This design comes from an exercise in tuning for small area and a short achievable clock period on the open sky130 flow, not from production work. Function was checked by simulation only, so behaviour that the tests miss may differ from the original.

==> 07-26 <==
==> flow/design.v <==
package bits_pkg;
  localparam int WINDOW_BITS = 256;
  localparam int WORD_BITS = 128;
  localparam int WORD_BYTES = WORD_BITS / 8;
  localparam int LEVEL_BITS = 9;
  localparam logic [4:0] LIT_1 = 5'h00;
  localparam logic [4:0] LIT_2 = 5'h01;
  localparam logic [4:0] LIT_3 = 5'h02;
  localparam logic [4:0] LIT_4 = 5'h03;
  localparam logic [4:0] LIT_5 = 5'h04;
  localparam logic [4:0] LIT_6 = 5'h05;
  localparam logic [4:0] LIT_7 = 5'h06;
  localparam logic [4:0] LIT_8 = 5'h07;
  localparam logic [4:0] LIT_9 = 5'h08;
  localparam logic [4:0] LIT_10 = 5'h09;
  localparam logic [4:0] LIT_11 = 5'h0A;
  localparam logic [4:0] LIT_12 = 5'h0B;
  localparam logic [4:0] LIT_13 = 5'h0C;
  localparam logic [4:0] LIT_14 = 5'h0D;
  localparam logic [4:0] LIT_15 = 5'h0E;
  localparam logic [4:0] LIT_16 = 5'h0F;
  localparam logic [4:0] OP_TYPE1 = 5'h10;
  localparam logic [4:0] OP_TYPE2 = 5'h11;
  localparam logic [4:0] HOLD = 5'h12;
  function automatic logic [LEVEL_BITS-1:0] consume_size(input logic [4:0] code);
    consume_size = '0;
    if (code <= LIT_16)
    begin
      consume_size = LEVEL_BITS'(11 + 5 * int'(code));
    end
    else if (code == OP_TYPE1)
    begin
      consume_size = LEVEL_BITS'(22);
    end
    else if (code == OP_TYPE2)
    begin
      consume_size = LEVEL_BITS'(18);
    end
  endfunction
  function automatic logic is_consume(input logic [4:0] code);
    is_consume = (code <= OP_TYPE2);
  endfunction
endpackage
module bits_level_counter
#(
  parameter int WINDOW_BITS = bits_pkg::WINDOW_BITS,
  parameter int WORD_BITS = bits_pkg::WORD_BITS
)
(
  input logic clk,
  input logic resetB,
  input logic [4:0] code,
  input logic append_en,
  input logic [bits_pkg::WORD_BYTES-1:0] valid_bytes,
  output logic [bits_pkg::LEVEL_BITS-1:0] level,
  output logic space_available
);
  localparam logic [bits_pkg::LEVEL_BITS-1:0] SPACE_LIMIT = WINDOW_BITS - WORD_BITS;
  localparam int COUNT_BITS = $clog2(bits_pkg::WORD_BYTES + 1);
  logic [COUNT_BITS-1:0] byte_count;
  logic [bits_pkg::LEVEL_BITS-1:0] append_bits;
  logic [bits_pkg::LEVEL_BITS-1:0] drop_bits;
  logic [bits_pkg::LEVEL_BITS-1:0] level_q;
  logic [bits_pkg::LEVEL_BITS-1:0] level_next;
  always_comb
  begin
    byte_count = '0;
    for (int i = 0; i < bits_pkg::WORD_BYTES; i++)
    begin
      byte_count = byte_count + COUNT_BITS'(valid_bytes[i]);
    end
  end
  assign append_bits = {byte_count, 3'b000};
  assign drop_bits = bits_pkg::consume_size(code);
  always_comb
  begin
    level_next = level_q;
    if (bits_pkg::is_consume(code))
    begin
      level_next = level_q - drop_bits;
    end
    else if (append_en)
    begin
      level_next = level_q + append_bits;
    end
  end
  always_ff @(posedge clk or negedge resetB)
  begin
    if (!resetB)
    begin
      level_q <= '0;
    end
    else
    begin
      level_q <= level_next;
    end
  end
  assign level = level_q;
  assign space_available = (level_q <= SPACE_LIMIT);
endmodule
module bits_window_shifter
#(
  parameter int WINDOW_BITS = bits_pkg::WINDOW_BITS,
  parameter int WORD_BITS = bits_pkg::WORD_BITS
)
(
  input logic clk,
  input logic [4:0] code,
  input logic space,
  input logic [bits_pkg::LEVEL_BITS-1:0] level,
  input logic [WORD_BITS-1:0] word,
  output logic [WINDOW_BITS-1:0] window
);
  localparam int ROT_BITS = $clog2(WINDOW_BITS);
  logic [WINDOW_BITS-1:0] window_q;
  logic [WINDOW_BITS-1:0] window_next;
  logic consume;
  logic [ROT_BITS-1:0] rot_amt;
  logic [WINDOW_BITS-1:0] rot_in;
  logic [WINDOW_BITS-1:0] stage [0:ROT_BITS];
  logic [WINDOW_BITS-WORD_BITS-1:0] keep;
  assign consume = bits_pkg::is_consume(code);
  assign rot_amt = consume ? ROT_BITS'(WINDOW_BITS - int'(bits_pkg::consume_size(code)))
                 : (space ? level[ROT_BITS-1:0] : '0);
  assign rot_in = {(consume | ~space) ? window_q[WINDOW_BITS-1:WINDOW_BITS-WORD_BITS] : word,
                   window_q[WINDOW_BITS-WORD_BITS-1:0]};
  assign stage[0] = rot_in;
  for (genvar k = 0; k < ROT_BITS; k++)
  begin : g_rot
    assign stage[k+1] = rot_amt[k]
      ? {stage[k][(1<<k)-1:0], stage[k][WINDOW_BITS-1:(1<<k)]}
      : stage[k];
  end
  for (genvar i = 0; i < WINDOW_BITS - WORD_BITS; i++)
  begin : g_keep
    assign keep[i] = ~consume & (int'(level) >= WORD_BITS - i);
  end
  assign window_next[WINDOW_BITS-WORD_BITS-1:0] = stage[ROT_BITS][WINDOW_BITS-WORD_BITS-1:0];
  for (genvar i = 0; i < WINDOW_BITS - WORD_BITS; i++)
  begin : g_top
    assign window_next[WORD_BITS+i] = keep[i] ? window_q[WORD_BITS+i] : stage[ROT_BITS][WORD_BITS+i];
  end
  always_ff @(posedge clk)
  begin
    window_q <= window_next;
  end
  assign window = window_q;
endmodule
module bits_window_top
#(
  parameter int WINDOW_BITS = bits_pkg::WINDOW_BITS,
  parameter int WORD_BITS = bits_pkg::WORD_BITS
)
(
  input logic clk,
  input logic resetB,
  input logic fill_req_b,
  input logic fill_ack_b,
  input logic [bits_pkg::WORD_BYTES-1:0] fill_valid_bytes,
  input logic [WORD_BITS-1:0] fill_word,
  input logic [4:0] code,
  output logic [WINDOW_BITS-1:0] window,
  output logic space_available
);
  logic [bits_pkg::LEVEL_BITS-1:0] level;
  logic strobes_low;
  logic code_allows;
  logic append_en;
  assign strobes_low = ~fill_req_b & ~fill_ack_b;
  assign code_allows = !bits_pkg::is_consume(code) && (code != bits_pkg::HOLD);
  assign append_en = strobes_low & code_allows & space_available;
  bits_level_counter #(
    .WINDOW_BITS (WINDOW_BITS),
    .WORD_BITS (WORD_BITS)
  ) i_level_counter (
    .clk (clk),
    .resetB (resetB),
    .code (code),
    .append_en (append_en),
    .valid_bytes (fill_valid_bytes),
    .level (level),
    .space_available (space_available)
  );
  bits_window_shifter #(
    .WINDOW_BITS (WINDOW_BITS),
    .WORD_BITS (WORD_BITS)
  ) i_window_shifter (
    .clk (clk),
    .code (code),
    .space (space_available),
    .level (level),
    .word (fill_word),
    .window (window)
  );
endmodule
==> flow/run.sh <==
#!/bin/bash
# synth_recipe.tcl (not shown) runs the flow's synth.tcl, then flattens the netlist and writes it again
# the make line also repeats each setting of config.mk as NAME=value (left out here)
make -C /OpenROAD-flow-scripts/flow DESIGN_CONFIG=/design/flow/config.mk WORK_HOME=/design/flow/orfs CLKGATE_MAP_FILE= SYNTH_SCRIPT=/design/flow/synth_recipe.tcl finish
==> flow/config.mk <==
export PLATFORM = sky130hd
export DESIGN_NAME = bits_window_top
export DESIGN_NICKNAME = bits_window_top
export VERILOG_FILES = /design/flow/design.v
export SDC_FILE = /design/flow/constraint.sdc
export NUM_CORES = 4
export LEC_CHECK = 0
export CAP_MARGIN = 40
export CORE_MARGIN = 2
export CORE_UTILIZATION = 25
export SETUP_SLACK_MARGIN = 0.2
export SLEW_MARGIN = 30
==> flow/constraint.sdc <==
create_clock -name core_clock -period 6.0 [get_ports {clk}]
set_input_delay 1.2000 -clock core_clock [delete_from_list [all_inputs] [get_ports {clk}]]
set_output_delay 1.2000 -clock core_clock [all_outputs]
set_load 0.01 [all_outputs]
==> inputs of 09-11, as changes to 07-26 <==
==> flow/design.v, changed modules only <==
module bits_window_shifter
#(
  parameter int WINDOW_BITS = bits_pkg::WINDOW_BITS,
  parameter int WORD_BITS = bits_pkg::WORD_BITS
)
(
  input logic clk,
  input logic resetB,
  input logic [4:0] code,
  input logic append_en,
  input logic [bits_pkg::LEVEL_BITS-1:0] level,
  input logic [WORD_BITS-1:0] word,
  output logic [WINDOW_BITS-1:0] window
);
  localparam int PAD_BITS = WINDOW_BITS - WORD_BITS;
  logic [WINDOW_BITS-1:0] window_q;
  logic [WINDOW_BITS-1:0] window_next;
  logic [bits_pkg::LEVEL_BITS-1:0] drop_bits;
  logic [WINDOW_BITS-1:0] shifted;
  logic [WINDOW_BITS-1:0] word_at_top;
  logic [WINDOW_BITS-1:0] keep_mask;
  logic [WINDOW_BITS-1:0] placed_word;
  logic [WINDOW_BITS-1:0] inserted;
  assign drop_bits = bits_pkg::consume_size(code);
  assign shifted = window_q << drop_bits;
  assign word_at_top = {word, {PAD_BITS{1'b0}}};
  assign keep_mask = ~({WINDOW_BITS{1'b1}} >> level);
  assign placed_word = word_at_top >> level;
  assign inserted = (window_q & keep_mask) | placed_word;
  always_comb
  begin
    window_next = window_q;
    if (bits_pkg::is_consume(code))
    begin
      window_next = shifted;
    end
    else if (append_en)
    begin
      window_next = inserted;
    end
  end
  always_ff @(posedge clk or negedge resetB)
  begin
    if (!resetB)
    begin
      window_q <= '0;
    end
    else
    begin
      window_q <= window_next;
    end
  end
  assign window = window_q;
endmodule
module bits_window_top
#(
  parameter int WINDOW_BITS = bits_pkg::WINDOW_BITS,
  parameter int WORD_BITS = bits_pkg::WORD_BITS
)
(
  input logic clk,
  input logic resetB,
  input logic fill_req_b,
  input logic fill_ack_b,
  input logic [bits_pkg::WORD_BYTES-1:0] fill_valid_bytes,
  input logic [WORD_BITS-1:0] fill_word,
  input logic [4:0] code,
  output logic [WINDOW_BITS-1:0] window,
  output logic space_available
);
  localparam logic [bits_pkg::LEVEL_BITS-1:0] APPEND_LIMIT = WINDOW_BITS - WORD_BITS;
  logic [4:0] code_e;
  logic [bits_pkg::LEVEL_BITS-1:0] level;
  logic strobes_low;
  logic code_allows;
  logic level_allows;
  logic append_en;
  assign code_e = code;
  assign strobes_low = ~fill_req_b & ~fill_ack_b;
  assign code_allows = !bits_pkg::is_consume(code_e) && (code_e != bits_pkg::HOLD);
  assign level_allows = (level <= APPEND_LIMIT);
  assign append_en = strobes_low & code_allows & level_allows;
  bits_level_counter #(
    .WINDOW_BITS (WINDOW_BITS),
    .WORD_BITS (WORD_BITS)
  ) i_level_counter (
    .clk (clk),
    .resetB (resetB),
    .code (code_e),
    .append_en (append_en),
    .valid_bytes (fill_valid_bytes),
    .level (level),
    .space_available (space_available)
  );
  bits_window_shifter #(
    .WINDOW_BITS (WINDOW_BITS),
    .WORD_BITS (WORD_BITS)
  ) i_window_shifter (
    .clk (clk),
    .resetB (resetB),
    .code (code_e),
    .append_en (append_en),
    .level (level),
    .word (fill_word),
    .window (window)
  );
endmodule
==> inputs of 09-17, as changes to 07-26 <==
--- a/flow/design.v
+++ b/flow/design.v
@@ -25,18 +25,26 @@
   function automatic logic [LEVEL_BITS-1:0] consume_size(input logic [4:0] code);
-    consume_size = '0;
-    if (code <= LIT_16)
-    begin
-      consume_size = LEVEL_BITS'(11 + 5 * int'(code));
-    end
-    else if (code == OP_TYPE1)
-    begin
-      consume_size = LEVEL_BITS'(22);
-    end
-    else if (code == OP_TYPE2)
-    begin
-      consume_size = LEVEL_BITS'(18);
-    end
+    case (code)
+      LIT_1:    consume_size = LEVEL_BITS'(11);
+      LIT_2:    consume_size = LEVEL_BITS'(16);
+      LIT_3:    consume_size = LEVEL_BITS'(21);
+      LIT_4:    consume_size = LEVEL_BITS'(26);
+      LIT_5:    consume_size = LEVEL_BITS'(31);
+      LIT_6:    consume_size = LEVEL_BITS'(36);
+      LIT_7:    consume_size = LEVEL_BITS'(41);
+      LIT_8:    consume_size = LEVEL_BITS'(46);
+      LIT_9:    consume_size = LEVEL_BITS'(51);
+      LIT_10:   consume_size = LEVEL_BITS'(56);
+      LIT_11:   consume_size = LEVEL_BITS'(61);
+      LIT_12:   consume_size = LEVEL_BITS'(66);
+      LIT_13:   consume_size = LEVEL_BITS'(71);
+      LIT_14:   consume_size = LEVEL_BITS'(76);
+      LIT_15:   consume_size = LEVEL_BITS'(81);
+      LIT_16:   consume_size = LEVEL_BITS'(86);
+      OP_TYPE1: consume_size = LEVEL_BITS'(22);
+      OP_TYPE2: consume_size = LEVEL_BITS'(18);
+      default:  consume_size = '0;
+    endcase
   endfunction
   function automatic logic is_consume(input logic [4:0] code);
-    is_consume = (code <= OP_TYPE2);
+    is_consume = ~code[4] | (code[3:1] == 3'b000);
   endfunction
@@ -60,15 +68,25 @@
   logic [COUNT_BITS-1:0] byte_count;
-  logic [bits_pkg::LEVEL_BITS-1:0] append_bits;
   logic [bits_pkg::LEVEL_BITS-1:0] drop_bits;
   logic [bits_pkg::LEVEL_BITS-1:0] level_q;
-  logic [bits_pkg::LEVEL_BITS-1:0] level_next;
-  always_comb
-  begin
-    byte_count = '0;
-    for (int i = 0; i < bits_pkg::WORD_BYTES; i++)
-    begin
-      byte_count = byte_count + COUNT_BITS'(valid_bytes[i]);
-    end
-  end
-  assign append_bits = {byte_count, 3'b000};
+  logic [1:0] count2 [0:7];
+  logic [2:0] count4 [0:3];
+  logic [3:0] count8 [0:1];
+  for (genvar i = 0; i < 8; i++)
+  begin : g_count2
+    assign count2[i] = 2'(valid_bytes[2*i]) + 2'(valid_bytes[2*i+1]);
+  end
+  for (genvar i = 0; i < 4; i++)
+  begin : g_count4
+    assign count4[i] = 3'(count2[2*i]) + 3'(count2[2*i+1]);
+  end
+  for (genvar i = 0; i < 2; i++)
+  begin : g_count8
+    assign count8[i] = 4'(count4[2*i]) + 4'(count4[2*i+1]);
+  end
+  assign byte_count = COUNT_BITS'(count8[0]) + COUNT_BITS'(count8[1]);
+  logic [bits_pkg::LEVEL_BITS-1:0] base_q;
+  logic [COUNT_BITS-1:0] pending_q;
+  logic [bits_pkg::LEVEL_BITS-1:0] base_next;
+  logic [COUNT_BITS-1:0] pending_next;
+  assign level_q = {base_q[bits_pkg::LEVEL_BITS-1:3] + (bits_pkg::LEVEL_BITS-3)'(pending_q), base_q[2:0]};
   assign drop_bits = bits_pkg::consume_size(code);
@@ -76,6 +94,7 @@
   begin
-    level_next = level_q;
+    base_next = level_q;
+    pending_next = '0;
     if (bits_pkg::is_consume(code))
     begin
-      level_next = level_q - drop_bits;
+      base_next = level_q - drop_bits;
     end
@@ -83,3 +102,3 @@
     begin
-      level_next = level_q + append_bits;
+      pending_next = byte_count;
     end
@@ -90,3 +109,4 @@
     begin
-      level_q <= '0;
+      base_q <= '0;
+      pending_q <= '0;
     end
@@ -94,3 +114,4 @@
     begin
-      level_q <= level_next;
+      base_q <= base_next;
+      pending_q <= pending_next;
     end
@@ -118,2 +139,4 @@
   logic [ROT_BITS-1:0] rot_amt;
+  logic [ROT_BITS-1:0] consume_rot;
+  logic [ROT_BITS-1:0] append_rot;
   logic [WINDOW_BITS-1:0] rot_in;
@@ -122,4 +145,28 @@
   assign consume = bits_pkg::is_consume(code);
-  assign rot_amt = consume ? ROT_BITS'(WINDOW_BITS - int'(bits_pkg::consume_size(code)))
-                 : (space ? level[ROT_BITS-1:0] : '0);
+  always_comb
+  begin
+    case (code)
+      5'h00: consume_rot = 8'd245;
+      5'h01: consume_rot = 8'd240;
+      5'h02: consume_rot = 8'd235;
+      5'h03: consume_rot = 8'd230;
+      5'h04: consume_rot = 8'd225;
+      5'h05: consume_rot = 8'd220;
+      5'h06: consume_rot = 8'd215;
+      5'h07: consume_rot = 8'd210;
+      5'h08: consume_rot = 8'd205;
+      5'h09: consume_rot = 8'd200;
+      5'h0A: consume_rot = 8'd195;
+      5'h0B: consume_rot = 8'd190;
+      5'h0C: consume_rot = 8'd185;
+      5'h0D: consume_rot = 8'd180;
+      5'h0E: consume_rot = 8'd175;
+      5'h0F: consume_rot = 8'd170;
+      5'h10: consume_rot = 8'd234;
+      5'h11: consume_rot = 8'd238;
+      default: consume_rot = 8'd0;
+    endcase
+  end
+  assign append_rot = space ? level[ROT_BITS-1:0] : '0;
+  assign rot_amt = consume ? consume_rot : append_rot;
   assign rot_in = {(consume | ~space) ? window_q[WINDOW_BITS-1:WINDOW_BITS-WORD_BITS] : word,
--- a/flow/config.mk
+++ b/flow/config.mk
@@ -7,6 +7,9 @@
 export LEC_CHECK = 0
-export CAP_MARGIN = 40
+export ABC_AREA = 1
+export CAP_MARGIN = 10
 export CORE_MARGIN = 2
-export CORE_UTILIZATION = 25
-export SETUP_SLACK_MARGIN = 0.2
-export SLEW_MARGIN = 30
+export CORE_UTILIZATION = 35
+export GPL_TIMING_DRIVEN = 0
+export PLACE_DENSITY = 0.45
+export SETUP_SLACK_MARGIN = 1.5
+export SLEW_MARGIN = 10
==> results.txt <==
- Status: finished clean
- Cells on worst reg2reg path: 14
- Skew final: around 0.045 ns
- Post-synthesis simple-gate area fraction: 12.8%
- Ys Warns: 3
- Worst skew pair latency: a little under 0.7 ns
- Grt total ovfl: 0
- Critical path's slowest cell: o21ai_0
- Share of layout cells above drive strength 1: 28.0%
- Register-to-register setup slack: around 0.64 ns
- Dpl ws: -0.272 ns
- Most frequent cell after synthesis: mux2i_1
- Routability cong.: 1.07
- Critical path endpoint: i_window_shifter.window_q[240]
-- figures above: 09-11

==> results.txt <==
- Status: did not finish
- Last stage: global routing
- Error msg: [ERROR GRT-0232] Routing congestion too high. Check the congestion heatmap in the GUI.
- Routability cong.: 1.33
- Xor/xnor share of the synthesized area: 0.201%
- Ys Warns: 7
- Dpl ws: -1.22 ns
- Most frequent cell after synthesis: nand3_1
- Post-Syn Area: roughly 34000 um^2
- Post-CTS sizing: between 1000 and 1500
- Count of different cell masters after synthesis: 47
- Grt total ovfl: 1
- Post-synthesis simple-gate area fraction: between 60% and 70%
- Die height: 316 um
-- figures above: 09-17

==> results.txt <==
- Dpl ws: -1.42 ns
- Register-to-register setup slack: 0.74 ns
- Most frequent cell after synthesis: mux2i_1
- GRT met1 Usage: 63.3%
- Grt total ovfl: 0
- Post-synthesis simple-gate area fraction: roughly 15%
- Routability cong.: 1.13
- Skew final: ~0.047 ns
- Vias in the first global route: 57472
- Critical path's slowest cell: fa_2
- Status: finished clean
- Final core occ: 41.8%
- Area leader, netlist: mux2i_1
- Worst skew pair latency: 0.67 ns
- Ys Warns: 4
- Min-delay src: i_level_counter.level_q[1]
- Cells on worst reg2reg path: 15
-- figures above: 07-26

## port drivers added, routing unchanged
In the flow no input, the clock included, has a driving cell. The finished layouts below were timed again as built, in two steps. Step 1, drivers: a clkbuf_16 drives clk and a buf_2 each remaining input, both assumed. Step 2 times the ports against the registers' clock, not the clock port: input delays grow and output delays shrink by t, the midpoint of the rising clock arrivals with the driver on. Three values: ideal, step 1, step 2; two values: the first two.
run	shift t [ns]	setup slack, ns	worst setup path at the end	latest minus earliest clock arrival (ns)	worst slew at a driven data input, ns
07-26	0.730	0.153 / 0.216 / -0.514	input to register	0.047 / 0.047	0.18
09-11	0.730	0.467 / 0.517 / -0.214	input to register	0.045 / 0.045	0.07
Met with ideal ports but missed after step 2: setup timing in 07-26 and 09-11. For 09-11, which loses most, drivers alone change the setup slack by +0.050 ns; drivers and shift together by -0.681 ns.
